From an optimization exercise on the open Yosys and OpenROAD flow, aimed at small area; shortcuts taken in it are not production practice. Where RTL was checked, it was by simulation tests only, not by an equivalence proof against the original. The RTL of runs 4 to 6 was laid out without a check of its function. No activity file was given, so power comes from the tool's default toggle rates.

File: flow/design.v
package oled_pkg;
	localparam int CELL_W    = 12;
	localparam int SNAKE_LEN = 10;
	localparam int N_PAGES   = 4;
	localparam int N_COLS    = 128;
	localparam int BODY_IDX_W = $clog2(SNAKE_LEN);
	localparam logic [BODY_IDX_W-1:0] LAST_CELL = BODY_IDX_W'(SNAKE_LEN - 1);
	localparam int SCLK_HALF = 2;	 
	localparam int BYTE_GAP  = 4;	 
	localparam int unsigned DEF_VDD_WAIT  = 32'd50;
	localparam int unsigned DEF_RES_LOW   = 32'd40;
	localparam int unsigned DEF_VBAT_WAIT = 32'd60;
	localparam int unsigned DEF_FRAME_GAP = 32'd200;
	localparam int N_INIT_CMDS = 12;
	localparam logic [8*N_INIT_CMDS-1:0] INIT_CMDS = {	 
		8'hAE, 8'h8D, 8'h14, 8'hD9, 8'hF1, 8'h81,
		8'h0F, 8'hA0, 8'hC0, 8'hDA, 8'h00, 8'hAF
	};
	localparam logic [7:0] CMD_ADDR_MODE = 8'h20;
	localparam logic [7:0] CMD_PAGE_MODE = 8'h10;
	localparam logic [7:0] CMD_PAGE_ADDR = 8'h22;
	localparam logic [1:0] DIR_RIGHT = 2'd0;
	localparam logic [1:0] DIR_LEFT  = 2'd1;
	localparam logic [1:0] DIR_DOWN  = 2'd2;
	localparam logic [1:0] DIR_UP    = 2'd3;
	localparam logic [2:0] PS_VDD    = 3'd0;
	localparam logic [2:0] PS_SEND   = 3'd1;
	localparam logic [2:0] PS_RES_LO = 3'd2;
	localparam logic [2:0] PS_RES_HI = 3'd3;
	localparam logic [2:0] PS_VBAT   = 3'd4;
	localparam logic [2:0] PS_DONE   = 3'd5;
	localparam logic [2:0] SE_IDLE  = 3'd0;
	localparam logic [2:0] SE_PLACE = 3'd1;
	localparam logic [2:0] SE_MOVE  = 3'd2;
	localparam logic [2:0] SE_CLEAR = 3'd3;
	localparam logic [2:0] SE_DRAW  = 3'd4;
	localparam logic [2:0] FW_GAP  = 3'd0;
	localparam logic [2:0] FW_DRAW = 3'd1;
	localparam logic [2:0] FW_MODE = 3'd2;
	localparam logic [2:0] FW_PAGE = 3'd3;
	localparam logic [2:0] FW_LOAD = 3'd4;
	localparam logic [2:0] FW_DATA = 3'd5;
	typedef logic [CELL_W-1:0] cell_loc_t;
endpackage
`timescale 1ns/10ps
module oled_snake_top #(
	parameter int unsigned vdd_wait  = 50,
	parameter int unsigned res_low   = 40,
	parameter int unsigned vbat_wait = 60,
	parameter int unsigned frame_gap = 200
) (
	input  logic clk,
	input  logic rstn,
	input  logic display,
	input  logic mv_l,
	input  logic mv_r,
	input  logic mv_u,
	input  logic mv_d,
	output logic oled_res,
	output logic oled_dc,
	output logic oled_sclk,
	output logic oled_sdin,
	output logic oled_vbat,
	output logic oled_vdd,
	output logic ready
);
	localparam logic [2:0] S_VDD  = 3'd0;
	localparam logic [2:0] S_CMD  = 3'd1;	 
	localparam logic [2:0] S_RES  = 3'd2;
	localparam logic [2:0] S_VBAT = 3'd3;
	localparam logic [2:0] S_GAP  = 3'd4;
	localparam logic [2:0] S_SNK  = 3'd5;	 
	localparam logic [2:0] S_PCMD = 3'd6;	 
	localparam logic [2:0] S_DATA = 3'd7;
	localparam logic [95:0] INIT_CMDS = {
		8'hAE, 8'h8D, 8'h14, 8'hD9, 8'hF1, 8'h81,
		8'h0F, 8'hA0, 8'hC0, 8'hDA, 8'h00, 8'hAF
	};
	logic [4:0] btn_sync, btn_prev, released;
	logic [1:0] dir;
	logic       game_on, game_on_q, place_pend, shown;
	logic [2:0] st;
	logic [5:0] P;
	logic [6:0] col;
	logic [1:0] page;
	logic [3:0] K;
	logic [7:0] dbyte;
	logic [4:0] wrow;
	logic [6:0] wcol;
	logic [1:0] M [0:8];
	assign released = btn_prev & ~btn_sync;
	wire slot     = (st == S_CMD) || (st == S_PCMD) || (st == S_DATA);
	wire counting = (st == S_GAP) || (st == S_SNK) || (st == S_DATA);
	wire at_r     = (st == S_GAP) && {page, col, P} == {2'd0, 7'd3, 6'd8};
	wire do_place = at_r && place_pend;
	wire do_move  = at_r && !place_pend && game_on && shown;
	wire walk     = (st == S_DATA) && (P[5:4] == 2'b01) && (P[3:0] <= 4'd9);
	wire fwd      = !col[0];
	wire [3:0] s  = P[3:0];
	wire [3:0] j  = fwd ? s : 4'd8 - s;
	logic [7:0] cbyte;
	always_comb begin
		if (!ready)
			cbyte = INIT_CMDS[8*(11-int'(K)) +: 8];
		else case (K[2:0])
			3'd2:    cbyte = 8'h20;
			3'd3:    cbyte = 8'h10;
			3'd4:    cbyte = 8'h22;
			3'd5:    cbyte = {6'd0, page};
			3'd6:    cbyte = 8'h00;
			default: cbyte = 8'h10;
		endcase
	end
	wire [2:0] bidx  = 3'd6 - P[4:2];	 
	wire       nbit  = (st == S_DATA) ? dbyte[bidx] : cbyte[bidx];
	wire       fall  = slot && P[1:0] == 2'b00 && P >= 6'd28 && P <= 6'd56;
	assign oled_sclk = !(slot && P >= 6'd29 && P <= 6'd58 && (P[0] ^ P[1]));
	assign oled_res  = !(st == S_RES && P >= 6'd10 && P <= 6'd48);
	logic [1:0] md;
	logic       minv;
	always_comb begin
		md   = (st == S_GAP) ? dir : M[j];
		minv = (st == S_DATA) && fwd;
	end
	wire mneg = md[0] ^ minv;
	always_ff @(posedge clk) begin
		if (do_place) begin
			wrow <= 5'd0;
			wcol <= 7'd9;
			for (int i = 0; i < 9; i++)
				M[i] <= 2'd0;
		end else if (do_move || (walk && s != 4'd9)) begin
			if (md[1])
				wrow <= mneg ? wrow - 5'd1 : wrow + 5'd1;
			else
				wcol <= mneg ? wcol - 7'd1 : wcol + 7'd1;
			if (do_move) begin
				M[0] <= dir;
				for (int i = 1; i < 9; i++)
					M[i] <= M[i-1];
			end
		end
		if (walk) begin
			for (int b = 0; b < 8; b++)
				dbyte[b] <= (dbyte[b] && s != 4'd0) ||
					(shown && wrow[4:3] == page && wcol == col && wrow[2:0] == 3'(b));
		end
	end
	always_ff @(posedge clk or negedge rstn) begin
		if (!rstn) begin
			btn_sync   <= '0;
			btn_prev   <= '0;
			dir        <= 2'd0;
			game_on    <= 1'b0;
			game_on_q  <= 1'b0;
			place_pend <= 1'b0;
			shown      <= 1'b0;
			st         <= S_VDD;
			P          <= 6'd39;
			col        <= '0;
			page       <= '0;
			K          <= '0;
			ready      <= 1'b0;
			oled_vdd   <= 1'b1;
			oled_vbat  <= 1'b1;
			oled_dc    <= 1'b0;
			oled_sdin  <= 1'b1;
		end else begin
			btn_sync <= {display, mv_d, mv_u, mv_l, mv_r};
			btn_prev <= btn_sync;
			if (released[0])
				dir <= 2'd0;
			else if (released[1])
				dir <= 2'd1;
			else if (released[2])
				dir <= 2'd3;
			else if (released[3])
				dir <= 2'd2;
			if (released[4])
				game_on <= ~game_on;
			game_on_q <= game_on;
			oled_vdd <= 1'b0;
			if (st == S_VBAT)
				oled_vbat <= 1'b0;
			if (slot && P == 6'd26)
				oled_dc <= (st == S_DATA);
			if (fall)
				oled_sdin <= nbit;
			P <= P + 6'd1;
			if (counting && P == 6'd63)
				{page, col} <= {page, col} + 9'd1;
			case (st)
			S_VDD, S_VBAT:
				if (P == 6'd24)
					st <= S_CMD;
			S_RES:	 
				if (P == 6'd63)
					st <= S_VDD;
			S_CMD: if (P == 6'd63) begin
				P <= 6'd25;
				K <= K + 4'd1;
				if (K == 4'd0) begin
					st <= S_RES;
					P  <= 6'd9;
				end else if (K == 4'd4) begin
					st <= S_VBAT;
					P  <= 6'd29;
				end else if (K == 4'd11) begin
					st    <= S_GAP;
					ready <= 1'b1;
					P     <= 6'd0;
				end
			end
			S_GAP: if (at_r) begin
				st   <= S_SNK;
				page <= 2'd3;
				col  <= 7'd64;
				if (place_pend || (game_on && shown))
					P <= 6'd4;
				else if (shown)
					P <= 6'd14;
				else
					P <= 6'd24;
				if (place_pend) begin
					place_pend <= 1'b0;
					shown      <= 1'b1;
				end
			end
			S_SNK: if ({page, col, P} == {2'd0, 7'd0, 6'd24}) begin
				st <= S_PCMD;
				K  <= 4'd2;
			end
			S_PCMD: if (P == 6'd63) begin
				K <= K + 4'd1;
				P <= 6'd25;
				if (K[2:0] == 3'd7) begin
					st <= S_DATA;
					P  <= 6'd16;
				end
			end
			default: if (P == 6'd63) begin	 
				P <= 6'd16;
				if (col == 7'd127) begin
					if (page == 2'd3) begin
						st <= S_GAP;
						P  <= 6'd0;
					end else begin
						st <= S_PCMD;
						K  <= 4'd4;
						P  <= 6'd25;
					end
				end
			end
			endcase
			if (game_on && !game_on_q)
				place_pend <= 1'b1;
		end
	end
endmodule
File: flow/constraint.sdc
create_clock -name core_clock -period 25.0 [get_ports {clk}]
set_input_delay 5.0000 -clock core_clock [delete_from_list [all_inputs] [get_ports {clk}]]
set_output_delay 5.0000 -clock core_clock [all_outputs]
set_load 0.01 [all_outputs]
File: flow/run.sh
#!/bin/bash
# synth_recipe.tcl (not shown) runs the flow's synth.tcl, then flattens the netlist and writes it again
# the make line also repeats each setting of config.mk as NAME=value (left out here)
make -C /OpenROAD-flow-scripts/flow DESIGN_CONFIG=/design/flow/config.mk WORK_HOME=/design/flow/orfs CLKGATE_MAP_FILE= SYNTH_SCRIPT=/design/flow/synth_recipe.tcl finish
File: flow/config.mk
export PLATFORM = sky130hd
export DESIGN_NAME = oled_snake_top
export DESIGN_NICKNAME = oled_snake_top
export VERILOG_FILES = /design/flow/design.v
export SDC_FILE = /design/flow/constraint.sdc
export NUM_CORES = 4
export LEC_CHECK = 0
export CAP_MARGIN = 20
export CORE_MARGIN = 2
export CORE_UTILIZATION = 40
export SLEW_MARGIN = 20
==> impl_metrics.ini, run 1 <==
[cells_and_area]
final_area_um2 = 5770
drive_gt1_share_pct = 6.91
fin_nets = 611
area.growth.synth_to_final_pct = 10.8
antennaDiodeCount = 0
fin_cells = 751

[synthesis]
syn_nets = 618
yosys.area.top_type = dfrtp_1
synthFlopType = dfrtp_1
synth_top_area_share_pct = 17.3
syn_inst = 581
synth_edf_count = 8
syn_area_um2 = 5210
ys_warn_count = 2
ys_top_cells_by_area = dfrtp_1, dfxtp_1, ha_1
synth_cell_type_count = 78
yosysSeqAreaShare_pct = 37.0
synth_seq_cells = 81
async_reset_ff_share_pct = 53.1
synth_area_per_cell_um2 = 8.97

[sta]
setup_viol_count_final = 0
final_max_slew_viol_count = 0
max-slew-margin-rel_pct = 47.0
clock_skew_ns = 0.00662
clock.fmax_ghz = 0.131
rsz0062_at_grt = false
period_needed_ns = 7.63
hold_viol_final = 0
worst_pin_slew_ns = 0.785
post-route-period-util_pct = 30.5
final.setup.tns_ns = 0

[clock_network]
hold_buffers = 0
cts_root_buffer = clkbuf_16
clock_sinks = 81
numCtsBuffers = 9
cts_resized = 0
path_clk_slew_ns = 0.06
clk_latency_ns = 0.34
post_cts_buffers = 0
cts_max_path_buffers = 2
htree_levels = 3
cts_tree = done

[global_routing]
antenna_found_initial = 0
grt_max_degree = 44
grt_overflow = 0
grt_pass1_vias = 4160
grt_pass1_wl_mm = 21.5
grt_use_total_pct = 19.1

[die]
chipHeight_um = 118
rows = 41
ios = 14
initial_core_util_pct = 41.1
die_x_um = 118
core-area_um2 = 12700
dieArea_um2 = 14000

[routing]
dr_total_vias = 4331
viasPerCell = 5.77
wire_per_inst_um = 17.1
totalWireLength_mm = 12.8
firstDrtPassIters = 5
ant_nets = 0
drcViolationCount = 0
dr.first_iter.drc_count = 406

[power]
vdd_ir_drop_max_uv = 41.3
p_per_area_nw_per_um2 = 50.4
leakagePower_nw = 2.30

[placed_design]
place_area_um2 = 5430
numPortBuffers = 13
dp_cells = 735
dp_hpwl_mm = 9.21
place_congestion = 0.930

[min_path]
hold_class = reg2reg

[setup_path]
arrival_ns = 2.63
path_max_fanout = 14
startpoint_type = flip-flop
cp.required_ns = 20.00
end_kind = output pin
rrSetupSlack_ns = 19.92
worstSetupPathType = reg2out

[run]
maxCapViolCount = 0

[status]
status = timing/DRC/antenna clean
[metal layers]
metal	GRT usage, %	up-vias	share of wire [%]
li1	-	2095	-
met1	26.8	2121	47
met2	29.8	104	47
met3	3.39	11	4.1
met4	6.02	0	1.1
met5	0	-	0
[power breakdown]
| group | switching (mW) | internal (mW) | total, mW |
|---|---|---|---|
| Sequential | 0.00189 | 0.135 | 0.137 |
| Clock | 0.0554 | 0.0942 | 0.150 |
| Combinational | 0.00270 | 0.00208 | 0.00478 |
[Yosys cell counts, types with 3 or more instances]
library cell and number:
a32o_1 6, xnor2_1 28, o22ai_1 5, ha_1 28, nor3_1 5, mux4_2 3
nor4_1 5, clkbuf_1 25, and2_1 3, nand3b_1 4, nand4_1 15, inv_1 27
o21ai_0 23, o31ai_1 13, nor2b_1 7, nand2b_1 8, dfxtp_1 30, dfstp_2 7
a22o_1 5, xor2_1 5, a211oi_1 4, o21bai_1 4, a31oi_1 4, o211ai_1 3
nor2_1 58, dfrtp_1 36, a21oi_1 31, and3_1 5, buf_1 4, mux2i_1 29
a311o_1 3, edfxtp_1 8, o311ai_0 5, nand2_1 59, a21o_1 6, or3_1 4
nand3_1 14
[critical path, cell delays in order, from the launching register on]
cell and delay (ns):
dfstp_2 0.75, inv_2 0.19, ha_1 0.33, a21oi_1 0.19, nand2_1 0.06, o21ai_0 0.18
clkdlybuf4s50_1 0.58
[cell usage in the layout (no fill, tap or decap), types with 8 or more instances in the layout]
master            n
a21oi_1          31
clkbuf_16        10
clkdlybuf4s50_1  12
dfrtp_1          36
dfxtp_1          30
edfxtp_1          8
ha_1             28
inv_1            27
mux2i_1          29
nand2_1          59
nand2b_1          8
nand3_1          14
nand4_1          15
nor2_1           58
o21ai_0          23
o31ai_1          13
xnor2_1          28
[worst paths after layout]
check / start / to / cells past startpoint
worst max-delay path: P[2] / oled_res / 6
worst min-delay path: btn_sync[3] / btn_prev[3] / 0
worst max register to register: P[0] / wcol[6] / 16
worst min register to register: btn_sync[3] / btn_prev[3] / 0
max in group asynchronous: rstn / btn_prev[2] / 1
min in group asynchronous: rstn / oled_dc / 1
[cell families (layout without fill, tap and decap cells)]
kind of cell / count (synthesis) / count (layout) / synth area share [%]
multiplexers: 33 / 33 / 7.08
adder cells (fa/ha/maj): 30 / 30 / 7.49
AND/OR/NAND/NOR: 200 / 200 / 18.8
flip-flops: 81 / 81 / 37.0
other: 1 / 1 / 0.0720
AO/OA/AOI/OAI: 142 / 142 / 19.4
XOR/XNOR: 33 / 33 / 5.55
buffers and inverters: 61 / 59 / 4.66
[through the flow]
| step | power [mW] | worst slack (ns) | util, % | hold slack, ns |
|---|---|---|---|---|
| after floorplan | 0.141 | 18.46 | - | 0.346 |
| after global placement | 0.144 | 17.75 | 42.9 | 0.359 |
| after detailed placement | 0.144 | 17.77 | 42.9 | 0.359 |
| after CTS | 0.295 | 17.39 | 45.5 | 0.370 |
| after global routing | 0.303 | 17.22 | 45.6 | 0.386 |
| final | 0.291 | 17.37 | 45.6 | 0.368 |
[final cells by class]
type / count / area (um^2)
inverter: 28 / 105
clock buffer: 11 / 254
multi-input combinational: 439 / 3050
sequential: 81 / 1930
tap: 172 / 215
timing repair buffer: 15 / 143
clock inverter: 5 / 83.8
fill: 1233 / 6900
[registers in the layout (all words and copies together) (netlist names), 5 cells and up]
| signal | flops |
|---|---|
| M | 18 |
| P | 6 |
| btn_prev | 5 |
| btn_sync | 5 |
| col | 7 |
| dbyte | 8 |
| wcol | 7 |
| wrow | 5 |
==> run 2: changes to the inputs <==
--- a/flow/config.mk
+++ b/flow/config.mk
@@ -6,4 +6,5 @@
 export NUM_CORES = 4
 export LEC_CHECK = 0
+export ABC_AREA = 1
 export CAP_MARGIN = 20
 export CORE_MARGIN = 2
==> impl_metrics.ini, run 2 <==
[status]
status = timing/DRC/antenna clean

[sta]
final.setup.tns_ns = 0
final_max_slew_viol_count = 0
hold_slack_ns = 0.380
hold_viol_final = 0
period_needed_ns = 7.55
post-route-period-util_pct = 30.2
clock_skew_ns = 0.00961
max-slew-margin-rel_pct = 44.1
setup_ws_ns = 17.45
rsz0062_at_grt = false
worst_pin_slew_ns = 0.838
setup_viol_count_final = 0
clock.fmax_ghz = 0.132

[power]
power.share.combinational_pct = 1.9
vdd_ir_drop_max_uv = 45.6
internal_power_mw = 0.214
sw_frac_of_total_pct = 22.2
p_per_area_nw_per_um2 = 48.2
power_frac_seq_pct = 49.8
leakagePower_nw = 2.70
p_sw_mw = 0.0610
total_power_mw = 0.275
p_clk_share_pct = 48.2

[global_routing]
grtUsageMet3_pct = 5.05
grt_max_degree = 44
grt_pass1_wl_mm = 21.3
grt-busiest-layer = met2
use_met1_pct = 28.0
grt_use_total_pct = 20.1
grt_use_met2_pct = 31.0
antenna_found_initial = 0
grt_pass1_vias = 4295
grt_overflow = 0

[routing]
ant_nets = 0
firstDrtPassIters = 7
drcViolationCount = 0
viasPerCell = 5.31
dr.first_iter.drc_count = 427
dr_total_vias = 4605
totalWireLength_mm = 12.9
wire_per_inst_um = 14.8

[placed_design]
place_congestion = 0.913
dp_slack_ns = 17.84
dp_cells = 852
numPortBuffers = 13
dp_hpwl_mm = 9.47

[synthesis]
synth_top_area_share_pct = 17.6
yosys.area.top_type = dfrtp_1
synth_area_per_cell_um2 = 7.56
syn_inst = 679
synth_seq_cells = 81
synthFlopType = dfrtp_1
syn_area_um2 = 5130
synth_cell_type_count = 50
syn_nets = 716
synthTopCellsByCount = nand2_1, nor2_1, inv_1
ys_top_cells_by_area = dfrtp_1, dfxtp_1, nand2_1
async_reset_ff_share_pct = 53.1
ys_warn_count = 2
synth_edf_count = 8
yosysSeqAreaShare_pct = 37.5
synth_most_common_cell = nand2_1

[setup_path]
arrival_ns = 2.55
path_max_fanout = 16
end_kind = output pin
cp.required_ns = 20.00
reg2reg_from = P[0]
rr_endpoint = wcol[5]
worstSetupPathType = reg2out
rrSetupSlack_ns = 20.87
startpoint_type = flip-flop
reg2reg_depth = 24

[clock_network]
hold_buffers = 0
htree_levels = 3
clock_sinks = 81
path_clk_slew_ns = 0.07
cts_root_buffer = clkbuf_16
cts_max_path_buffers = 2
numCtsBuffers = 9
cts_tree = done
post_cts_buffers = 0
clk_latency_ns = 0.35
cts_resized = 0

[cells_and_area]
antennaDiodeCount = 0
regMostFlops = M
reg_top3 = M x18, dbyte x8
layout_common_cells = nand2_1, nor2_1, inv_1
area.growth.synth_to_final_pct = 11.1
drive_gt1_share_pct = 9.05
fin_cells = 868
num-fill-cells = 1256
fin_nets = 728
seq_area_um2 = 1930
layout_commonest_cell = nand2_1
largest_reg_flops = 18
multi_input_area_um2 = 2760

[min_path]
hold_path_depth = 0
hold_path_startpoint = btn_sync[4]
worstHoldEndpoint = btn_prev[4]
hold_class = reg2reg

[die]
core-area_um2 = 12600
initial_core_util_pct = 40.8
ios = 14
dieArea_um2 = 13700
die_x_um = 117
chipHeight_um = 117
rows = 41

[run]
maxCapViolCount = 0
==> run 2: cell types whose count changed after synthesis, sizes merged, moves of 12 or more <==
cell / before / now
inv: 28 / 98
nand2: 59 / 109
nor2: 58 / 103
o21ai: 23 / 60
mux2i: 29 / 0
nand3: 14 / 41
xnor2: 28 / 5
clkbuf: 25 / 5
nor3: 5 / 17
==> run 2: layout make-up <==
class	count	area share, %
clock buffer	10	4.02
clock inverter	6	1.03
sequential	81	33.8
inverter	98	6.54
multi-input combinational	487	48.5
tap	172	3.78
timing repair buffer	14	2.37
==> run 2: stage by stage <==
stage,utilization (%),area (um^2)
finish,45.4,5700
global route,45.4,5700
CTS,45.3,5700
detailed placement,43.0,5410
global placement,43.0,5410
floorplan,-,5130
==> run 2: power groups by stage <==
stage / Sequential [mW] / Clock [mW] / Combinational [mW]
6_report: 0.137 / 0.132 / 0.00530
5_1_grt: 0.137 / 0.141 / 0.00613
4_1_cts: 0.137 / 0.134 / 0.00547
3_5_place_dp: 0.140 / 0 / 0.00546
3_3_place_gp: 0.139 / 0 / 0.00536
2_1_floorplan: 0.139 / 0 / 0.00218
==> run 2: cell families after synthesis <==
kind of cell	synth area share, %
AND/OR/NAND/NOR	26.2
buffers and inverters	8.59
AO/OA/AOI/OAI	17.1
flip-flops	37.5
other	0.0731
adder cells (fa/ha/maj)	7.61
XOR/XNOR	2.90
==> run 2: worst max path at each step <==
stage               start  slack, ns  endpoint  cells after the start
finish               P[2]      17.45  oled_res                      6
global route         P[2]      17.30  oled_res                      6
CTS                  P[2]      17.46  oled_res                      6
detailed placement   P[2]      17.84  oled_res                      6
global placement     P[2]      17.87  oled_res                      6
floorplan            P[2]      18.61  oled_res                      6
==> run 2: layer usage <==
layer | vias up | routed length [um]
li1 | 2307 | -
met1 | 2178 | 6330
met2 | 102 | 5820
met3 | 18 | 552
met4 | 0 | 148
met5 | - | 0
==> run 2: worst max-delay path, cell delays in order (launching register included) <==
cell,delay (ns)
dfstp_2,0.73
inv_2,0.18
ha_1,0.31
a21oi_1,0.19
nand4_1,0.10
nand3_1,0.13
clkdlybuf4s50_1,0.56
==> run 3: changes to the inputs <==
--- a/flow/config.mk
+++ b/flow/config.mk
@@ -10,3 +10,6 @@
 export CORE_MARGIN = 2
 export CORE_UTILIZATION = 40
+export CTS_BUF_LIST = sky130_fd_sc_hd__clkbuf_8
+export CTS_CLUSTER_DIAMETER = 500
+export CTS_CLUSTER_SIZE = 100
 export SLEW_MARGIN = 20
==> impl_metrics.ini, run 3 <==
[status]
status = timing/DRC/antenna clean

[synthesis]
synth_most_common_cell = nand2_1
syn_area_um2 = 5130
synth-xor-area-share_pct = 2.90
synthTopCellsByCount = nand2_1, nor2_1, inv_1
syn_nets = 716
synth_seq_cells = 81
synth-simple-area-share_pct = 26.2
synth_compound_area_share_pct = 17.1
ys_warn_count = 2
synth_top_family_by_area = simple AND/OR/NAND/NOR gates
syn_inst = 679
synth_top_area_share_pct = 17.6
synthMuxAreaShare_pct = 0
yosysSeqAreaShare_pct = 37.5
ys_top_cells_by_area = dfrtp_1, dfxtp_1, nand2_1
async_reset_ff_share_pct = 53.1
synth_edf_count = 8
synth_cell_type_count = 50
synth_fa_ha_area_share_pct = 7.61
yosys.area.top_type = dfrtp_1
synthFlopType = dfrtp_1
synth_area_per_cell_um2 = 7.56

[setup_path]
path_max_fanout = 16
slowest_stage = dfstp_2
rrSetupSlack_ns = 20.86
cp.required_ns = 20.00
worstSetupPathType = reg2out
startpoint_type = flip-flop
end_kind = output pin
crit_path_max_incr_delay_ns = 0.74
path_cells = inv_2, ha_1, a21oi_1, nand4_1, nand3_1, clkdlybuf4s50_1
reg2reg_depth = 24
arrival_ns = 2.58

[cells_and_area]
fin_cells = 868
num-fill-cells = 1271
drive_gt1_share_pct = 9.05
area.growth.synth_to_final_pct = 9.15
reg_top3 = M x18, dbyte x8
fin_nets = 728
layout_common_cells = nand2_1, nor2_1, inv_1
largest_reg_flops = 18
antennaDiodeCount = 0
layout_commonest_cell = nand2_1
regMostFlops = M
multi_input_area_um2 = 2760
seq_area_um2 = 1930

[routing]
drcViolationCount = 0
totalWireLength_mm = 12.8
viasPerCell = 5.27
ant_nets = 0
dr_total_vias = 4573
dr.first_iter.drc_count = 413
wire_per_inst_um = 14.8
firstDrtPassIters = 6

[placed_design]
dp_cells = 852
place_congestion = 0.913
numPortBuffers = 13
dp_hpwl_mm = 9.47

[sta]
setup_viol_count_final = 0
max-slew-margin-rel_pct = 44.1
clock_skew_ns = 0.0138
final_max_slew_viol_count = 0
post-route-period-util_pct = 30.3
hold_viol_final = 0
final.setup.tns_ns = 0
clock.fmax_ghz = 0.132
worst_pin_slew_ns = 0.837
period_needed_ns = 7.58
rsz0062_at_grt = false

[die]
ios = 14
core-area_um2 = 12600
rows = 41
initial_core_util_pct = 40.8
die_x_um = 117
chipHeight_um = 117
dieArea_um2 = 13700

[global_routing]
antenna_found_initial = 0
grt_pass1_wl_mm = 21.2
grt_use_total_pct = 20.0
grt_overflow = 0
grt_pass1_vias = 4261
grt_max_degree = 44

[clock_network]
numCtsBuffers = 9
cts_root_buffer = clkbuf_8
clk_latency_ns = 0.37
cts_resized = 0
clock_sinks = 81
cts_tree = done
cts_max_path_buffers = 2
path_clk_slew_ns = 0.09
hold_buffers = 0
post_cts_buffers = 0
htree_levels = 3

[min_path]
hold_class = reg2reg
hold_path_depth = 0

[power]
leakagePower_nw = 2.65
total_power_mw = 0.238
vdd_ir_drop_max_uv = 41.2
p_per_area_nw_per_um2 = 42.5

[run]
maxCapViolCount = 0
-- run 3: cell counts after synthesis --
No cell type changed its count.
-- run 3: routing by layer --
metal  global-route usage, %  part of all wire (%)
met5                       0                     0
met1                    27.6                    49
met3                    5.36                   4.9
met2                    30.8                    44
met4                    5.88                   1.5
-- run 3: power breakdown --
| part | internal [mW] | switching, mW | total, mW |
|---|---|---|---|
| Sequential | 0.135 | 0.00189 | 0.137 |
| Combinational | 0.00184 | 0.00349 | 0.00533 |
| Clock | 0.0452 | 0.0510 | 0.0961 |
-- run 3: final timing paths --
check                            start           to
max in group asynchronous         rstn    oled_vbat
min reg2reg                btn_sync[4]  btn_prev[4]
max reg2reg                       P[0]      wcol[5]
max                               P[2]     oled_res
min in group asynchronous         rstn       col[1]
min                        btn_sync[4]  btn_prev[4]
-- run 3: kinds of logic after synthesis --
kind of cell,after synthesis
adder cells (fa/ha/maj),30
AND/OR/NAND/NOR,289
other,1
flip-flops,81
buffers and inverters,111
AO/OA/AOI/OAI,150
XOR/XNOR,17
-- run 3: stage by stage --
stage          hold slack [ns]  util (%)  instance area, um^2  setup slack [ns]
2_1_floorplan            0.354         -                 5130             18.61
3_3_place_gp             0.362      43.0                 5410             17.87
3_5_place_dp             0.369      43.0                 5410             17.84
4_1_cts                  0.387      44.5                 5600             17.41
5_1_grt                  0.398      44.5                 5600             17.23
6_report                 0.383      44.5                 5600             17.42
-- run 3: critical path: cells and delay by family, from the launching register on --
kind / cells / cell delay [ns]
buffers and inverters: 2 / 0.73
adder cells (fa/ha/maj): 1 / 0.31
AND/OR/NAND/NOR: 2 / 0.22
AO/OA/AOI/OAI: 1 / 0.19
flip-flops: 1 / 0.74
-- run 3: final cells by class --
cell class	instances	area share, %
clock buffers	9	2.21
clock inverters	7	1.12
inverters	98	6.66
multi-input cells	487	49.4
flip-flops and latches	81	34.4
well taps	172	3.84
repair buffers	14	2.41
==> run 4: changes to the inputs <==
--- a/flow/design.v
+++ b/flow/design.v
@@ -71,5 +71,5 @@
 	localparam logic [2:0] S_GAP  = 3'd4;
 	localparam logic [2:0] S_SNK  = 3'd5;	 
-	localparam logic [2:0] S_PCMD = 3'd6;	 
+	localparam logic [2:0] S_PLC  = 3'd6;	 
 	localparam logic [2:0] S_DATA = 3'd7;
 	localparam logic [95:0] INIT_CMDS = {
@@ -90,6 +90,6 @@
 	logic [1:0] M [0:8];
 	assign released = btn_prev & ~btn_sync;
-	wire slot     = (st == S_CMD) || (st == S_PCMD) || (st == S_DATA);
-	wire counting = (st == S_GAP) || (st == S_SNK) || (st == S_DATA);
+	wire slot     = (st == S_CMD) || (st == S_DATA);
+	wire counting = (st == S_GAP) || (st == S_SNK) || (st == S_PLC) || (st == S_DATA);
 	wire at_r     = (st == S_GAP) && {page, col, P} == {2'd0, 7'd3, 6'd8};
 	wire do_place = at_r && place_pend;
@@ -120,6 +120,6 @@
 	logic       minv;
 	always_comb begin
-		md   = (st == S_GAP) ? dir : M[j];
-		minv = (st == S_DATA) && fwd;
+		md   = (st == S_GAP) ? dir : (s == 4'd9) ? 2'd1 : M[j];
+		minv = (st == S_DATA) && fwd && s != 4'd9;
 	end
 	wire mneg = md[0] ^ minv;
@@ -128,21 +128,19 @@
 			wrow <= 5'd0;
 			wcol <= 7'd9;
-			for (int i = 0; i < 9; i++)
-				M[i] <= 2'd0;
-		end else if (do_move || (walk && s != 4'd9)) begin
+		end else if (do_move || walk) begin
 			if (md[1])
 				wrow <= mneg ? wrow - 5'd1 : wrow + 5'd1;
 			else
 				wcol <= mneg ? wcol - 7'd1 : wcol + 7'd1;
-			if (do_move) begin
-				M[0] <= dir;
-				for (int i = 1; i < 9; i++)
-					M[i] <= M[i-1];
-			end
+		end
+		if (do_move || st == S_PLC) begin
+			M[0] <= (st == S_PLC) ? 2'd0 : dir;
+			for (int i = 1; i < 9; i++)
+				M[i] <= M[i-1];
 		end
 		if (walk) begin
 			for (int b = 0; b < 8; b++)
 				dbyte[b] <= (dbyte[b] && s != 4'd0) ||
-					(shown && wrow[4:3] == page && wcol == col && wrow[2:0] == 3'(b));
+					(shown && wrow[4:3] == page && wcol == 7'd0 && wrow[2:0] == 3'(b));
 		end
 	end
@@ -200,5 +198,10 @@
 				P <= 6'd25;
 				K <= K + 4'd1;
-				if (K == 4'd0) begin
+				if (ready) begin
+					if (K[2:0] == 3'd7) begin
+						st <= S_DATA;
+						P  <= 6'd16;
+					end
+				end else if (K == 4'd0) begin
 					st <= S_RES;
 					P  <= 6'd9;
@@ -213,5 +216,5 @@
 			end
 			S_GAP: if (at_r) begin
-				st   <= S_SNK;
+				st   <= place_pend ? S_PLC : S_SNK;
 				page <= 2'd3;
 				col  <= 7'd64;
@@ -227,15 +230,7 @@
 				end
 			end
-			S_SNK: if ({page, col, P} == {2'd0, 7'd0, 6'd24}) begin
-				st <= S_PCMD;
+			S_SNK, S_PLC: if ({page, col, P} == {2'd0, 7'd0, 6'd24}) begin
+				st <= S_CMD;
 				K  <= 4'd2;
-			end
-			S_PCMD: if (P == 6'd63) begin
-				K <= K + 4'd1;
-				P <= 6'd25;
-				if (K[2:0] == 3'd7) begin
-					st <= S_DATA;
-					P  <= 6'd16;
-				end
 			end
 			default: if (P == 6'd63) begin	 
@@ -246,5 +241,5 @@
 						P  <= 6'd0;
 					end else begin
-						st <= S_PCMD;
+						st <= S_CMD;
 						K  <= 4'd4;
 						P  <= 6'd25;
--- a/flow/config.mk
+++ b/flow/config.mk
@@ -10,5 +10,5 @@
 export CORE_MARGIN = 2
 export CORE_UTILIZATION = 40
-export CTS_BUF_LIST = sky130_fd_sc_hd__clkbuf_8
+export CTS_BUF_LIST = sky130_fd_sc_hd__clkbuf_16
 export CTS_CLUSTER_DIAMETER = 500
 export CTS_CLUSTER_SIZE = 100
==> impl_metrics.ini, run 4 <==
[routing]
m1WireLength_mm = 5.79
met2RoutedLength_mm = 5.52
dr.first_iter.drc_count = 409
totalWireLength_mm = 12.1
firstDrtPassIters = 5
drcViolationCount = 0
wl_met3_um = 676
dr_total_vias = 4195
wire_per_inst_um = 15.0
viasPerCell = 5.18
routed.top_layer = met4
ant_nets = 0

[sta]
setup_viol_count_final = 0
max-slew-margin-rel_pct = 55.7
final.setup.tns_ns = 0
worst_pin_slew_ns = 0.657
clock_skew_ns = 0.00807
final_max_slew_viol_count = 0
post-route-period-util_pct = 30.5
period_needed_ns = 7.62
hold_slack_ns = 0.379
hold_viol_final = 0
rsz0062_at_grt = false
clock.fmax_ghz = 0.131

[synthesis]
synth_cell_type_count = 46
yosys.area.top_type = dfrtp_1
synthTopCellsByCount = nand2_1, inv_1, nor2_1
ys_warn_count = 2
async_reset_ff_share_pct = 53.1
ys_top_cells_by_area = dfrtp_1, edfxtp_1, nand2_1
synth_seq_cells = 81
synth_edf_count = 26
syn_area_um2 = 4970
synth_most_common_cell = nand2_1
synth_top_area_share_pct = 18.1
synth_area_per_cell_um2 = 7.99
yosysSeqAreaShare_pct = 42.4
syn_nets = 657
syn_inst = 622
synthFlopType = dfrtp_1

[setup_path]
cpMostUsedCell = nand4_1
path_max_fanout = 13
crit_buf_inv = 2
path_cells = inv_1, ha_1, a21oi_1, nand4_1, nand4_1, clkdlybuf4s50_1
startpoint_type = flip-flop
reg2reg_from = P[0]
slowest_stage = dfstp_2
critPathTopFamily = buffers and inverters
arrival_ns = 2.62
startpoint = P[2]
crit_path_max_incr_delay_ns = 0.68
worstSetupPathType = reg2out
end_kind = output pin
cp.required_ns = 20.00

[global_routing]
grt_pass1_vias = 4019
grt_use_total_pct = 20.1
grt_max_degree = 44
grt_overflow = 0
antenna_found_initial = 0
grt_pass1_wl_mm = 20.6

[min_path]
hold_path_startpoint = btn_sync[3]
hold_class = reg2reg

[cells_and_area]
layout_common_cells = nand2_1, inv_1, nor2_1
drive_gt1_share_pct = 8.88
layout_commonest_cell = nand2_1
regMostFlops = M
reg_top3 = M x18, dbyte x8
antennaDiodeCount = 0
fin_nets = 672
area.growth.synth_to_final_pct = 11.5
largest_reg_flops = 18

[clock_network]
post_cts_buffers = 0
cts_root_buffer = clkbuf_16
clk_latency_ns = 0.35
numCtsBuffers = 9
cts_max_path_buffers = 2
cts_resized = 0
clock_sinks = 81
hold_buffers = 0
htree_levels = 3
path_clk_slew_ns = 0.06
cts_tree = done

[status]
status = timing/DRC/antenna clean

[die]
dieArea_um2 = 13300
ios = 14
core-area_um2 = 12100
chipHeight_um = 115
die_x_um = 115
initial_core_util_pct = 41.2
rows = 40

[placed_design]
numPortBuffers = 13
dp_hpwl_mm = 9.23
place_congestion = 0.894

[run]
maxCapViolCount = 0

[power]
leakagePower_nw = 2.46
p_per_area_nw_per_um2 = 49.3
vdd_ir_drop_max_uv = 43.6
## run 4: worst register-to-register path: cells and delay by family (launching register included)
kind                     cells  cell delay [ns]
adder cells (fa/ha/maj)      2             0.76
flip-flops                   1             0.62
AND/OR/NAND/NOR             17             1.73
AO/OA/AOI/OAI                3             0.44
buffers and inverters        4             0.43
## run 4: routing by layer
layer / GRT usage, % / up-vias
met2: 31.5 / 106
met5: 0 / -
met1: 27.5 / 1955
met3: 5.91 / 15
li1: - / 2119
met4: 5.38 / 0
## run 4: worst paths after layout
| path | depth (start not counted) | end | slack (ns) |
|---|---|---|---|
| min reg2reg | 0 | btn_prev[3] | 0.38 |
| max reg2reg | 26 | wcol[6] | 20.96 |
| min | 0 | btn_prev[3] | 0.38 |
| max | 6 | oled_res | 17.38 |
| max in group asynchronous | 1 | oled_sdin | 19.97 |
| min in group asynchronous | 1 | oled_dc | 4.65 |
## run 4: through the flow
stage | setup slack [ns] | utilization [%] | cell area [um^2] | total power, mW | cells
after global routing | 17.21 | 45.9 | 5540 | 0.283 | 810
after global placement | 17.80 | 43.6 | 5260 | 0.148 | 794
after floorplan | 18.54 | - | 4970 | 0.145 | 622
after CTS | 17.36 | 45.9 | 5540 | 0.277 | 810
after detailed placement | 17.74 | 43.6 | 5260 | 0.149 | 794
final | 17.38 | 45.9 | 5540 | 0.273 | 810
## run 4: layout make-up
cell class / count / area [um^2]
fillers: 1220 / 6520
multi-input cells: 443 / 2480
flip-flops and latches: 81 / 2110
inverters: 89 / 334
clock buffers: 10 / 250
well taps: 168 / 210
repair buffers: 13 / 128
clock inverters: 6 / 32.5
## run 4: logic make-up (layout without fill, tap and decap cells)
kind of cell / Yosys count / after routing / synth area share (%)
mux: 1 / 1 / 0.227
xor+xnor: 13 / 13 / 2.29
compound gates: 118 / 118 / 14.0
fa+ha+maj: 28 / 28 / 7.35
buf+inv: 98 / 118 / 7.71
flops: 81 / 81 / 42.4
other cells: 1 / 1 / 0.0755
simple gates: 282 / 282 / 26.0
## run 4: power breakdown
| part | total (mW) | internal (mW) | leakage [nW] | switching (mW) |
|---|---|---|---|---|
| sequential | 0.141 | 0.139 | 0.881 | 0.00185 |
| clock | 0.127 | 0.0724 | 0.148 | 0.0543 |
| combinational | 0.00531 | 0.00194 | 1.43 | 0.00337 |
==> run 5: changes to the inputs <==
--- a/flow/design.v
+++ b/flow/design.v
@@ -96,7 +96,7 @@
 	wire do_move  = at_r && !place_pend && game_on && shown;
 	wire walk     = (st == S_DATA) && (P[5:4] == 2'b01) && (P[3:0] <= 4'd9);
-	wire fwd      = !col[0];
 	wire [3:0] s  = P[3:0];
-	wire [3:0] j  = fwd ? s : 4'd8 - s;
+	wire wmove    = (st == S_DATA) && P[4] && (P[3:0] <= 4'd8);
+	wire wshift   = (st == S_DATA) && P == 6'd25;
 	logic [7:0] cbyte;
 	always_comb begin
@@ -120,6 +120,6 @@
 	logic       minv;
 	always_comb begin
-		md   = (st == S_GAP) ? dir : (s == 4'd9) ? 2'd1 : M[j];
-		minv = (st == S_DATA) && fwd && s != 4'd9;
+		md   = wshift ? 2'd1 : M[8];
+		minv = wmove && P[5];
 	end
 	wire mneg = md[0] ^ minv;
@@ -127,6 +127,6 @@
 		if (do_place) begin
 			wrow <= 5'd0;
-			wcol <= 7'd9;
-		end else if (do_move || walk) begin
+			wcol <= 7'd0;
+		end else if (do_move || wmove || wshift) begin
 			if (md[1])
 				wrow <= mneg ? wrow - 5'd1 : wrow + 5'd1;
@@ -134,6 +134,6 @@
 				wcol <= mneg ? wcol - 7'd1 : wcol + 7'd1;
 		end
-		if (do_move || st == S_PLC) begin
-			M[0] <= (st == S_PLC) ? 2'd0 : dir;
+		if (do_move || wmove || st == S_PLC) begin
+			M[0] <= (st == S_PLC) ? 2'd0 : wmove ? M[8] : dir;
 			for (int i = 1; i < 9; i++)
 				M[i] <= M[i-1];
--- a/flow/config.mk
+++ b/flow/config.mk
@@ -10,6 +10,3 @@
 export CORE_MARGIN = 2
 export CORE_UTILIZATION = 40
-export CTS_BUF_LIST = sky130_fd_sc_hd__clkbuf_16
-export CTS_CLUSTER_DIAMETER = 500
-export CTS_CLUSTER_SIZE = 100
 export SLEW_MARGIN = 20
==> impl_metrics.ini, run 5 <==
[routing]
totalWireLength_mm = 10.8
ant_nets = 0
viasPerCell = 5.24
drcViolationCount = 0
firstDrtPassIters = 5
wire_per_inst_um = 14.5
dr.first_iter.drc_count = 339
dr_total_vias = 3904

[synthesis]
syn_nets = 612
ys_warn_count = 2
synth_top_area_share_pct = 18.6
synth_compound_area_share_pct = 14.1
synth_top_family_by_area = simple AND/OR/NAND/NOR gates
synth_seq_cells = 81
synth_area_per_cell_um2 = 8.42
syn_area_um2 = 4850
synth_edf_count = 26
ys_top_cells_by_area = dfrtp_1, edfxtp_1, nand2_1
synth_most_common_cell = nand2_1
synth_fa_ha_area_share_pct = 7.80
yosysSeqAreaShare_pct = 43.4
syn_inst = 576
synth-xor-area-share_pct = 2.71
synth_cell_type_count = 51
synthMuxAreaShare_pct = 0
synth-simple-area-share_pct = 25.0
synthFlopType = dfrtp_1
yosys.area.top_type = dfrtp_1
synthTopCellsByCount = nand2_1, inv_1, nor2_1
async_reset_ff_share_pct = 53.1

[setup_path]
path_cells = inv_1, ha_1, a21oi_1, nand4_1, nand3_1, clkdlybuf4s50_1
critPathTopFamily = buffers and inverters
slowest_stage = dfstp_2
crit_buf_inv = 2
end_kind = output pin
reg2reg_from = P[2]
reg2reg_depth = 18
startpoint_type = flip-flop
crit_path_max_incr_delay_ns = 0.68
worstSetupPathType = reg2out
rr_endpoint = wrow[4]
path_max_fanout = 13
startpoint = P[2]
arrival_ns = 2.56
cp.required_ns = 20.00
rrSetupSlack_ns = 21.86

[die]
initial_core_util_pct = 40.7
core-area_um2 = 11900
rows = 40
ios = 14
die_x_um = 114
dieArea_um2 = 13000
chipHeight_um = 114

[sta]
final_max_slew_viol_count = 0
clock.fmax_ghz = 0.132
hold_slack_ns = 0.372
max-slew-margin-rel_pct = 62.5
clock_skew_ns = 0.00687
setup_viol_count_final = 0
post-route-period-util_pct = 30.2
worst_pin_slew_ns = 0.563
hold_viol_final = 0
period_needed_ns = 7.56
final.setup.tns_ns = 0
rsz0062_at_grt = false

[power]
sw_frac_of_total_pct = 19.2
p_per_area_nw_per_um2 = 54.7
internal_power_mw = 0.241
p_sw_mw = 0.0574
leakagePower_nw = 2.49
vdd_ir_drop_max_uv = 42.7
power.share.combinational_pct = 1.7
p_clk_share_pct = 51.3
power_frac_seq_pct = 47.0

[min_path]
hold_class = reg2reg
worstHoldEndpoint = btn_prev[4]
hold_path_depth = 0
hold_path_startpoint = btn_sync[4]

[clock_network]
cts_max_path_buffers = 2
cts_resized = 0
cts_root_buffer = clkbuf_16
clk_latency_ns = 0.35
clock_sinks = 81
numCtsBuffers = 9
cts_tree = done
hold_buffers = 0
post_cts_buffers = 0
htree_levels = 3
path_clk_slew_ns = 0.06

[global_routing]
grt_use_total_pct = 18.0
grt_max_degree = 44
grt_overflow = 0
grt_pass1_wl_mm = 18.5
grt_pass1_vias = 3791
antenna_found_initial = 0

[cells_and_area]
antennaDiodeCount = 0
final_area_um2 = 5460
layout_common_cells = nand2_1, inv_1, nor2_1
num-fill-cells = 1177
layout_commonest_cell = nand2_1
regMostFlops = M
area.growth.synth_to_final_pct = 12.7
reg_top3 = M x18, dbyte x8
drive_gt1_share_pct = 12.2
fin_nets = 629
largest_reg_flops = 18

[placed_design]
place_congestion = 0.943
dp_hpwl_mm = 7.86
numPortBuffers = 13
place_area_um2 = 5110

[status]
status = timing/DRC/antenna clean

[run]
maxCapViolCount = 0
==> run 5: cell families after synthesis <==
kind of cell / Yosys count
other: 1
XOR/XNOR: 15
adder cells (fa/ha/maj): 29
flip-flops: 81
buffers and inverters: 81
AO/OA/AOI/OAI: 115
AND/OR/NAND/NOR: 254
==> run 5: stage by stage <==
step | power [mW] | setup WS [ns] | instances | utilization, %
2_1_floorplan | 0.145 | 18.72 | 576 | -
3_3_place_gp | 0.148 | 17.87 | 729 | 42.9
3_5_place_dp | 0.148 | 17.85 | 729 | 42.9
4_1_cts | 0.303 | 17.46 | 745 | 45.8
5_1_grt | 0.310 | 17.31 | 745 | 45.9
6_report | 0.299 | 17.44 | 745 | 45.9
==> run 5: how the worst max path moves through the flow <==
stage	to	slack, ns	cells past startpoint
4_1_cts	oled_res	17.46	6
6_report	oled_res	17.44	6
5_1_grt	oled_res	17.31	6
3_5_place_dp	oled_res	17.85	6
3_3_place_gp	oled_res	17.87	6
2_1_floorplan	oled_res	18.72	5
==> run 5: area by class of cell <==
type	instances	area [um^2]	area share (%)
inverters	73	279	5.11
clock buffers	11	243	4.44
repair buffers	14	135	2.47
well taps	147	184	3.37
flip-flops and latches	81	2110	38.5
multi-input cells	414	2410	44.2
clock inverters	5	104	1.90
==> run 5: metal layers <==
layer / GRT usage, % / up-vias / wire length, um / share of wire [%]
met5: 0 / - / 0 / 0
met4: 7.97 / 0 / 302 / 2.8
met3: 3.97 / 25 / 425 / 3.9
met2: 27.6 / 85 / 4860 / 45
met1: 24.6 / 1807 / 5180 / 48
li1: - / 1987 / - / -
==> run 5: power by group through the flow <==
stage          clock network (mW)  registers [mW]  logic, mW
6_report                    0.153           0.141    0.00502
5_1_grt                     0.163           0.141    0.00611
4_1_cts                     0.157           0.141    0.00522
3_5_place_dp                    0           0.143    0.00518
3_3_place_gp                    0           0.143    0.00511
2_1_floorplan                   0           0.143    0.00222
==> run 6: changes to the inputs <==
==> flow/flow/run.sh (new file) <==
#!/bin/bash
# The standard layout with two changes: the port buffers are the smallest
# buffer, and the clock tree is built from clkbuf_16 in large sink clusters
# without dummy loads. Each make and OpenROAD step keeps its full log under
# orfs/logs; make's own output goes to make.log here.
set -euo pipefail
export BUFFER_PORTS_ARGS="-buffer_cell sky130_fd_sc_hd__buf_1"
export CTS_ARGS="-sink_clustering_enable -repair_clock_nets -buf_list sky130_fd_sc_hd__clkbuf_16 -sink_clustering_size 100 -sink_clustering_max_diameter 500 -dont_use_dummy_load"
bash standard.sh > make.log 2>&1
==> flow/standard.sh (new file) <==
#!/bin/bash
# synth_recipe.tcl (not shown) runs the flow's synth.tcl, then flattens the netlist and writes it again
# the make line also repeats each setting of config.mk as NAME=value (left out here)
make -C /OpenROAD-flow-scripts/flow DESIGN_CONFIG=/design/flow/config.mk WORK_HOME=/design/flow/orfs CLKGATE_MAP_FILE= SYNTH_SCRIPT=/design/flow/synth_recipe.tcl "${@:-finish}"
removed: flow/run.sh
==> impl_metrics.ini, run 6 <==
[synthesis]
synthFlopType = dfrtp_1
ys_warn_count = 2
synth_cell_type_count = 51
syn_inst = 576
synth_top_area_share_pct = 18.6
ys_top_cells_by_area = dfrtp_1, edfxtp_1, nand2_1
yosysSeqAreaShare_pct = 43.4
yosys.area.top_type = dfrtp_1
async_reset_ff_share_pct = 53.1
synth_most_common_cell = nand2_1
synth_seq_cells = 81
syn_nets = 612
syn_area_um2 = 4850
synth_edf_count = 26
synthTopCellsByCount = nand2_1, inv_1, nor2_1
synth_area_per_cell_um2 = 8.42

[min_path]
hold_class = reg2reg

[placed_design]
place_congestion = 0.927
dp_hpwl_mm = 7.83
place_area_um2 = 5050
numPortBuffers = 13

[cells_and_area]
regMostFlops = M
area.growth.synth_to_final_pct = 8.75
drive_gt1_share_pct = 11.5
layout_commonest_cell = nand2_1
fin_nets = 630
reg_top3 = M x18, dbyte x8
antennaDiodeCount = 0
layout_common_cells = nand2_1, inv_1, nor2_1
final_area_um2 = 5270
largest_reg_flops = 18

[routing]
drcViolationCount = 0
dr.first_iter.drc_count = 314
dr_total_vias = 3884
viasPerCell = 5.26
wire_per_inst_um = 14.2
totalWireLength_mm = 10.5
firstDrtPassIters = 5
ant_nets = 0

[clock_network]
cts_max_path_buffers = 2
clk_latency_ns = 0.34
numCtsBuffers = 9
post_cts_buffers = 0
cts_root_buffer = clkbuf_16
hold_buffers = 0
cts_tree = done
clock_sinks = 81
cts_resized = 0
htree_levels = 3
path_clk_slew_ns = 0.05

[setup_path]
crit_end = oled_res
rrSetupSlack_ns = 21.90
reg2reg_from = P[2]
reg2reg_depth = 18
rr_endpoint = wrow[4]
cp.required_ns = 20.00
path_max_fanout = 13
arrival_ns = 2.14
startpoint = P[2]
startpoint_type = flip-flop
worstSetupPathType = reg2out
end_kind = output pin

[sta]
final_max_slew_viol_count = 0
clock.fmax_ghz = 0.140
clock_skew_ns = 0.0163
final.setup.tns_ns = 0
max-slew-margin-rel_pct = 62.4
post-route-period-util_pct = 28.6
period_needed_ns = 7.14
hold_viol_final = 0
rsz0062_at_grt = false
setup_viol_count_final = 0
worst_pin_slew_ns = 0.564

[die]
ios = 14
initial_core_util_pct = 40.7
core-area_um2 = 11900
chipHeight_um = 114
rows = 40
die_x_um = 114
dieArea_um2 = 13000

[global_routing]
grt_use_total_pct = 17.4
grt_pass1_wl_mm = 17.6
grt_overflow = 0
grt_pass1_vias = 3696
antenna_found_initial = 0
grt_max_degree = 44

[power]
power_frac_seq_pct = 55.4
internal_power_mw = 0.204
p_clk_share_pct = 42.8
p_sw_mw = 0.0503
p_per_area_nw_per_um2 = 48.2
power.share.combinational_pct = 1.8
vdd_ir_drop_max_uv = 37.7
sw_frac_of_total_pct = 19.8
leakagePower_nw = 2.41

[run]
maxCapViolCount = 0

[status]
status = timing/DRC/antenna clean
-- run 6: layout make-up --
type | count | area (um^2)
Multi-Input combinational cell | 414 | 2410
Fill cell | 1204 | 6640
Inverter | 73 | 279
Clock buffer | 9 | 225
Tap cell | 147 | 184
Sequential cell | 81 | 2110
Timing Repair Buffer | 15 | 65.1
-- run 6: through the flow --
| step | hold slack [ns] | instances | total power [mW] | util (%) | worst slack (ns) |
|---|---|---|---|---|---|
| 2_1_floorplan | 0.354 | 576 | 0.145 | - | 18.72 |
| 3_3_place_gp | 0.360 | 730 | 0.148 | 42.4 | 18.27 |
| 3_5_place_dp | 0.365 | 730 | 0.148 | 42.4 | 18.21 |
| 4_1_cts | 0.376 | 739 | 0.258 | 44.3 | 17.85 |
| 5_1_grt | 0.380 | 739 | 0.266 | 44.3 | 17.71 |
| 6_report | 0.373 | 739 | 0.254 | 44.3 | 17.86 |
-- run 6: metal layers --
metal / GRT usage (%) / share of wire, % / vias to the layer above
li1: - / - / 1968
met1: 24.0 / 48 / 1803
met2: 26.0 / 45 / 89
met3: 4.13 / 5.0 / 24
met4: 7.97 / 2.3 / 0
met5: 0 / 0 / -
-- run 6: cells by family after synthesis --
| group | share of synthesized area [%] |
|---|---|
| other | 0.0774 |
| xor gates and xnor gates | 2.71 |
| and+or+nand+nor | 25.0 |
| adders and majority gates | 7.80 |
| AOI/OAI and AO/OA | 14.1 |
| buffers and inverters | 6.79 |
| DFF | 43.4 |
-- run 6: how the worst min path moves through the flow --
stage,depth (start not counted),to,slack [ns],start
detailed placement,0,btn_prev[0],0.36,btn_sync[0]
floorplan,0,btn_prev[0],0.35,btn_sync[0]
global route,0,btn_prev[4],0.38,btn_sync[4]
global placement,0,btn_prev[3],0.36,btn_sync[3]
finish,0,btn_prev[4],0.37,btn_sync[4]
CTS,0,btn_prev[4],0.38,btn_sync[4]
-- run 6: critical path: stages (launching register included) --
cell and delay (ns):
dfstp_2 0.68, inv_1 0.19, ha_1 0.29, a21oi_1 0.25, nand4_1 0.12, nand3_1 0.12
buf_1 0.17
-- run 6: power groups by stage --
stage               Clock [mW]  Sequential (mW)  Combinational [mW]
CTS                      0.113            0.141             0.00473
floorplan                    0            0.143             0.00222
global placement             0            0.143             0.00461
finish                   0.109            0.141             0.00447
global route             0.119            0.141             0.00526
detailed placement           0            0.143             0.00467
==> run 7: changes to the inputs <==
--- a/flow/design.v
+++ b/flow/design.v
@@ -77,17 +77,17 @@
 		8'h0F, 8'hA0, 8'hC0, 8'hDA, 8'h00, 8'hAF
 	};
-	logic [4:0] btn_sync, btn_prev, released;
-	logic [1:0] dir;
-	logic       game_on, game_on_q, place_pend, shown;
+	logic [4:0] btn_sync, rel_n;
+	logic [1:0] dir_e, dir;
+	logic       tog, game_on, game_on_q, place_pend, shown;
 	logic [2:0] st;
 	logic [5:0] P;
 	logic [6:0] col;
 	logic [1:0] page;
-	logic [3:0] K;
-	logic [7:0] dbyte;
+	logic [7:0] dbyte;	 
+	wire  [3:0] K = dbyte[3:0];
 	logic [4:0] wrow;
 	logic [6:0] wcol;
 	logic [1:0] M [0:8];
-	assign released = btn_prev & ~btn_sync;
+	assign rel_n = btn_sync & ~{display, mv_d, mv_u, mv_l, mv_r};
 	wire slot     = (st == S_CMD) || (st == S_DATA);
 	wire counting = (st == S_GAP) || (st == S_SNK) || (st == S_PLC) || (st == S_DATA);
@@ -139,15 +139,18 @@
 				M[i] <= M[i-1];
 		end
-		if (walk) begin
-			for (int b = 0; b < 8; b++)
-				dbyte[b] <= (dbyte[b] && s != 4'd0) ||
-					(shown && wrow[4:3] == page && wcol == 7'd0 && wrow[2:0] == 3'(b));
-		end
-	end
+		if (walk)
+			dbyte[7:4] <= nbyte[7:4];
+	end
+	logic [7:0] nbyte;
+	always_comb
+		for (int b = 0; b < 8; b++)
+			nbyte[b] = (dbyte[b] && s != 4'd0) ||
+				(shown && wrow[4:3] == page && wcol == 7'd0 && wrow[2:0] == 3'(b));
 	always_ff @(posedge clk or negedge rstn) begin
 		if (!rstn) begin
 			btn_sync   <= '0;
-			btn_prev   <= '0;
+			dir_e      <= 2'd0;
 			dir        <= 2'd0;
+			tog        <= 1'b0;
 			game_on    <= 1'b0;
 			game_on_q  <= 1'b0;
@@ -158,5 +161,5 @@
 			col        <= '0;
 			page       <= '0;
-			K          <= '0;
+			dbyte[3:0] <= '0;
 			ready      <= 1'b0;
 			oled_vdd   <= 1'b1;
@@ -166,14 +169,15 @@
 		end else begin
 			btn_sync <= {display, mv_d, mv_u, mv_l, mv_r};
-			btn_prev <= btn_sync;
-			if (released[0])
-				dir <= 2'd0;
-			else if (released[1])
-				dir <= 2'd1;
-			else if (released[2])
-				dir <= 2'd3;
-			else if (released[3])
-				dir <= 2'd2;
-			if (released[4])
+			if (rel_n[0])
+				dir_e <= 2'd0;
+			else if (rel_n[1])
+				dir_e <= 2'd1;
+			else if (rel_n[2])
+				dir_e <= 2'd3;
+			else if (rel_n[3])
+				dir_e <= 2'd2;
+			dir <= dir_e;
+			tog <= rel_n[4];
+			if (tog)
 				game_on <= ~game_on;
 			game_on_q <= game_on;
@@ -197,5 +201,5 @@
 			S_CMD: if (P == 6'd63) begin
 				P <= 6'd25;
-				K <= K + 4'd1;
+				dbyte[3:0] <= K + 4'd1;
 				if (ready) begin
 					if (K[2:0] == 3'd7) begin
@@ -232,5 +236,5 @@
 			S_SNK, S_PLC: if ({page, col, P} == {2'd0, 7'd0, 6'd24}) begin
 				st <= S_CMD;
-				K  <= 4'd2;
+				dbyte[3:0] <= 4'd2;
 			end
 			default: if (P == 6'd63) begin	 
@@ -242,5 +246,5 @@
 					end else begin
 						st <= S_CMD;
-						K  <= 4'd4;
+						dbyte[3:0] <= 4'd4;
 						P  <= 6'd25;
 					end
@@ -250,4 +254,6 @@
 			if (game_on && !game_on_q)
 				place_pend <= 1'b1;
+			if (walk)
+				dbyte[3:0] <= nbyte[3:0];
 		end
 	end
==> impl_metrics.ini, run 7 <==
[status]
status = timing/DRC/antenna clean

[setup_path]
end_kind = output pin
path_max_fanout = 11
startpoint_type = flip-flop
crit_path_max_incr_delay_ns = 0.65
critPathTopFamily = flip-flops
worstSetupPathType = reg2out
worst-path-stages = 6
cp.required_ns = 20.00
path_cells = clkinv_1, ha_1, a21oi_1, nand4_1, nand3_1, buf_1
crit_buf_inv = 2
slowest_stage = dfstp_2
arrival_ns = 2.18
reg2reg_depth = 20

[synthesis]
yosysSeqAreaShare_pct = 41.3
synth_top_area_share_pct = 18.2
syn_inst = 602
ys_warn_count = 2
synth_cell_type_count = 44
synth_edf_count = 22
async_reset_ff_share_pct = 54.7
syn_nets = 638
yosys.area.top_type = dfrtp_1
synth_seq_cells = 75
synth_area_per_cell_um2 = 7.78
syn_area_um2 = 4680
synthTopCellsByCount = nand2_1, inv_1, nor2_1
ys_top_cells_by_area = dfrtp_1, edfxtp_1, nand2_1
synthFlopType = dfrtp_1
synth_most_common_cell = nand2_1

[global_routing]
grt_pass1_vias = 3761
grt_overflow = 0
grt_use_total_pct = 18.1
grt_pass1_wl_mm = 18.4
antenna_found_initial = 0
grt_max_degree = 42

[clock_network]
post_cts_buffers = 0
cts_tree = done
cts_resized = 0
hold_buffers = 0
cts_max_path_buffers = 2
htree_levels = 3
clk_latency_ns = 0.33
clock_sinks = 75
cts_root_buffer = clkbuf_16
path_clk_slew_ns = 0.06
numCtsBuffers = 9

[sta]
clock_skew_ns = 0.0129
worst_pin_slew_ns = 0.941
hold_slack_ns = 0.376
clock.fmax_ghz = 0.139
max-slew-margin-rel_pct = 37.3
hold_viol_final = 0
final_max_slew_viol_count = 0
setup_ws_ns = 17.82
rsz0062_at_grt = false
period_needed_ns = 7.18
setup_viol_count_final = 0
final.setup.tns_ns = 0
post-route-period-util_pct = 28.7

[die]
core-area_um2 = 11400
ios = 14
initial_core_util_pct = 41.0
dieArea_um2 = 12600
rows = 39
chipHeight_um = 112
die_x_um = 112

[cells_and_area]
num-fill-cells = 1164
reg_top3 = M x18, dbyte x8
layout_common_cells = nand2_1, inv_1, nor2_1
fin_cells = 757
layout_commonest_cell = nand2_1
largest_reg_flops = 18
area.growth.synth_to_final_pct = 8.39
drive_gt1_share_pct = 7.82
final_area_um2 = 5080
fin_nets = 652
fin_util_pct = 44.5
regMostFlops = M
antennaDiodeCount = 0

[power]
p_per_area_nw_per_um2 = 47.6
leakagePower_nw = 2.37
total_power_mw = 0.242
vdd_ir_drop_max_uv = 34.1

[routing]
dr.first_iter.drc_count = 421
dr_total_vias = 4029
drcViolationCount = 0
ant_nets = 0
totalWireLength_mm = 11.0
firstDrtPassIters = 5
viasPerCell = 5.32
wire_per_inst_um = 14.5

[placed_design]
place_congestion = 0.912
dp_hpwl_mm = 8.19
dp_cells = 748
dp_slack_ns = 18.17
place_area_um2 = 4850
numPortBuffers = 13

[run]
maxCapViolCount = 0

[min_path]
hold_class = reg2reg
hold_path_depth = 0
==> run 7: kinds of logic after synthesis <==
logic type,synth area share (%)
AND/OR/NAND/NOR,26.7
AO/OA/AOI/OAI,13.9
buffers and inverters,7.40
flip-flops,41.3
adder cells (fa/ha/maj),8.07
XOR/XNOR,2.62
other,0.0801
==> run 7: layout make-up <==
| type | count | area, um^2 | share of cell area, % |
|---|---|---|---|
| Multi-Input combinational cell | 441 | 2400 | 47.3 |
| Sequential cell | 75 | 1940 | 38.1 |
| Inverter | 76 | 285 | 5.62 |
| Clock buffer | 9 | 225 | 4.44 |
| Tap cell | 143 | 179 | 3.52 |
| Timing Repair Buffer | 13 | 50.0 | 0.986 |
==> run 7: worst paths after layout <==
kind	start	end	slack (ns)
setup / recovery	P[2]	oled_res	17.82
hold / removal	dir_e[0]	dir[0]	0.38
setup reg to reg	P[2]	wcol[6]	21.23
hold reg to reg	dir_e[0]	dir[0]	0.38
max in group asynchronous	rstn	dir[1]	19.60
min in group asynchronous	rstn	dir[0]	4.82
==> run 7: per-layer routing <==
layer	wire (um)	part of all wire, %	global-route usage (%)
met1	5330	49	25.8
met2	4960	45	27.9
met3	443	4.0	2.70
met4	239	2.2	6.99
met5	0	0	0
==> run 7: worst register-to-register path: stages, from the launching register on <==
cell and delay (ns):
dfstp_2 0.65, clkinv_1 0.29, ha_1 0.36, nand2_1 0.16, inv_1 0.07, nor2_1 0.08
nor2_1 0.07, nand2_4 0.11, nor2_4 0.06, nand2_1 0.12, nand2_1 0.29, ha_1 0.46
a21oi_1 0.21, o21ai_0 0.10, a21oi_1 0.21, nand3b_1 0.15, nand2_1 0.06, nor2_2 0.09
nand2_1 0.05, nand2_1 0.05, nor2_1 0.04
==> run 7: where the power goes <==
group | leakage, nW | total (mW) | switching [mW] | internal (mW)
sequential | 0.813 | 0.130 | 0.00162 | 0.129
clock | 0.111 | 0.107 | 0.0441 | 0.0631
combinational | 1.44 | 0.00433 | 0.00299 | 0.00134
total | 2.37 | 0.242 | 0.0487 | 0.193
==> run 8: changes to the inputs <==
==> flow/run.sh (new file) <==
#!/bin/bash
# synth_recipe.tcl (not shown) runs the flow's synth.tcl, then flattens the netlist and writes it again
# the make line also repeats each setting of config.mk as NAME=value (left out here)
make -C /OpenROAD-flow-scripts/flow DESIGN_CONFIG=/design/flow/config.mk WORK_HOME=/design/flow/orfs CLKGATE_MAP_FILE= SYNTH_SCRIPT=/design/flow/synth_recipe.tcl finish
removed: flow/flow/run.sh
removed: flow/standard.sh
==> impl_metrics.ini, run 8 <==
[sta]
setup_viol_count_final = 0
rsz0062_at_grt = false
clock_skew_ns = 0.00528
worst_pin_slew_ns = 0.807
clock.fmax_ghz = 0.131
final_max_slew_viol_count = 0
max-slew-margin-rel_pct = 46.0
period_needed_ns = 7.61
setup_ws_ns = 17.39
hold_viol_final = 0
post-route-period-util_pct = 30.4
final.setup.tns_ns = 0

[synthesis]
ys_warn_count = 2
synthMuxAreaShare_pct = 0
syn_nets = 638
synth_compound_area_share_pct = 13.9
synthTopCellsByCount = nand2_1, inv_1, nor2_1
synth_most_common_cell = nand2_1
yosys.area.top_type = dfrtp_1
synth_fa_ha_area_share_pct = 8.07
synth-simple-area-share_pct = 26.7
async_reset_ff_share_pct = 54.7
syn_area_um2 = 4680
synth-xor-area-share_pct = 2.62
synth_cell_type_count = 44
synth_area_per_cell_um2 = 7.78
syn_inst = 602
synth_edf_count = 22
yosysSeqAreaShare_pct = 41.3
synth_seq_cells = 75
ys_top_cells_by_area = dfrtp_1, edfxtp_1, nand2_1
synthFlopType = dfrtp_1
synth_top_family_by_area = simple AND/OR/NAND/NOR gates
synth_top_area_share_pct = 18.2

[global_routing]
grt_max_degree = 42
grt_pass1_vias = 3848
grt_overflow = 0
grt_pass1_wl_mm = 19.3
grt_use_total_pct = 19.1
antenna_found_initial = 0

[clock_network]
path_clk_slew_ns = 0.06
cts_tree = done
hold_buffers = 0
post_cts_buffers = 0
clock_sinks = 75
htree_levels = 3
numCtsBuffers = 9
cts_max_path_buffers = 2
cts_resized = 0
cts_root_buffer = clkbuf_16
clk_latency_ns = 0.34

[die]
initial_core_util_pct = 41.0
rows = 39
chipHeight_um = 112
core-area_um2 = 11400
die_x_um = 112
ios = 14
dieArea_um2 = 12600

[cells_and_area]
drive_gt1_share_pct = 8.84
num-fill-cells = 1178
layout_common_cells = nand2_1, inv_1, nor2_1
largest_reg_flops = 18
area.growth.synth_to_final_pct = 12.0
fin_nets = 653
antennaDiodeCount = 0
layout_commonest_cell = nand2_1
regMostFlops = M
reg_top3 = M x18, dbyte x8

[routing]
ant_nets = 0
drcViolationCount = 0
viasPerCell = 5.21
dr.first_iter.drc_count = 336
totalWireLength_mm = 11.2
dr_total_vias = 3988
firstDrtPassIters = 5
wire_per_inst_um = 14.7

[power]
internal_power_mw = 0.209
p_clk_share_pct = 49.4
p_per_area_nw_per_um2 = 51.0
sw_frac_of_total_pct = 22.0
power_frac_seq_pct = 48.7
total_power_mw = 0.268
vdd_ir_drop_max_uv = 37.5
p_sw_mw = 0.0590
leakagePower_nw = 2.45
power.share.combinational_pct = 2.0

[status]
status = timing/DRC/antenna clean

[setup_path]
end_kind = output pin
worstSetupPathType = reg2out
startpoint_type = flip-flop
cp.required_ns = 20.00
path_max_fanout = 11
arrival_ns = 2.61

[run]
maxCapViolCount = 0

[placed_design]
dp_slack_ns = 17.77
numPortBuffers = 13
place_congestion = 0.934
dp_hpwl_mm = 8.28

[min_path]
hold_class = reg2reg
==> run 8: kinds of logic after synthesis <==
family / after synthesis
xor gates and xnor gates: 14
DFF: 75
and+or+nand+nor: 280
adders and majority gates: 29
AOI/OAI and AO/OA: 117
other: 1
buffers and inverters: 86
==> run 8: per-stage QoR <==
step	instance area, um^2	utilization (%)	std cells	hold WS (ns)
after floorplan	4680	-	602	0.354
after global placement	4930	43.2	748	0.368
after detailed placement	4930	43.2	748	0.366
after CTS	5230	45.8	764	0.380
after global routing	5250	45.9	765	0.403
final	5250	45.9	765	0.376
==> run 8: final timing paths <==
kind,startpoint,to,slack (ns),cells past startpoint
max,P[2],oled_res,17.39,6
min,dir_e[0],dir[0],0.38,0
max reg2reg,P[2],wcol[6],21.19,20
min reg2reg,dir_e[0],dir[0],0.38,0
max in group asynchronous,rstn,oled_vbat,19.87,2
min in group asynchronous,rstn,col[2],4.59,1
==> run 8: power groups by stage <==
| stage | clock network, mW | logic [mW] | registers [mW] |
|---|---|---|---|
| 6_report | 0.132 | 0.00528 | 0.130 |
| 2_1_floorplan | 0 | 0.00207 | 0.132 |
| 4_1_cts | 0.136 | 0.00503 | 0.130 |
| 3_3_place_gp | 0 | 0.00488 | 0.133 |
| 3_5_place_dp | 0 | 0.00501 | 0.133 |
| 5_1_grt | 0.141 | 0.00620 | 0.131 |
==> run 8: worst max-delay path, cell delays in order (launching register included) <==
cell	delay, ns
dfstp_2	0.65
clkinv_1	0.30
ha_1	0.36
a21oi_1	0.22
nand4_1	0.12
nand3_1	0.08
clkdlybuf4s50_1	0.54
==> run 8: cell type report <==
| cell class | count | area, um^2 | share of cell area (%) |
|---|---|---|---|
| inverter | 76 | 285 | 5.44 |
| tap | 143 | 179 | 3.41 |
| sequential | 75 | 1940 | 36.9 |
| timing repair buffer | 14 | 145 | 2.77 |
| clock inverter | 7 | 73.8 | 1.41 |
| multi-input combinational | 441 | 2400 | 45.8 |
| clock buffer | 9 | 225 | 4.29 |
==> run 8: layer usage <==
layer	vias to the layer above	part of all wire, %	GRT usage (%)
met1	1862	50	27.8
met3	12	4.4	3.78
met4	0	1.4	5.61
met2	95	44	29.0
met5	-	0	0
li1	2019	-	-

Re-timed with assumed drivers on the ports (clkbuf_16 on the clock, buf_2 on other inputs), run 8 has 17.353 ns of setup slack against 17.390 ns with ideal ports, and 17.724 ns once port delays also move by the mid clock arrival of 0.371 ns.
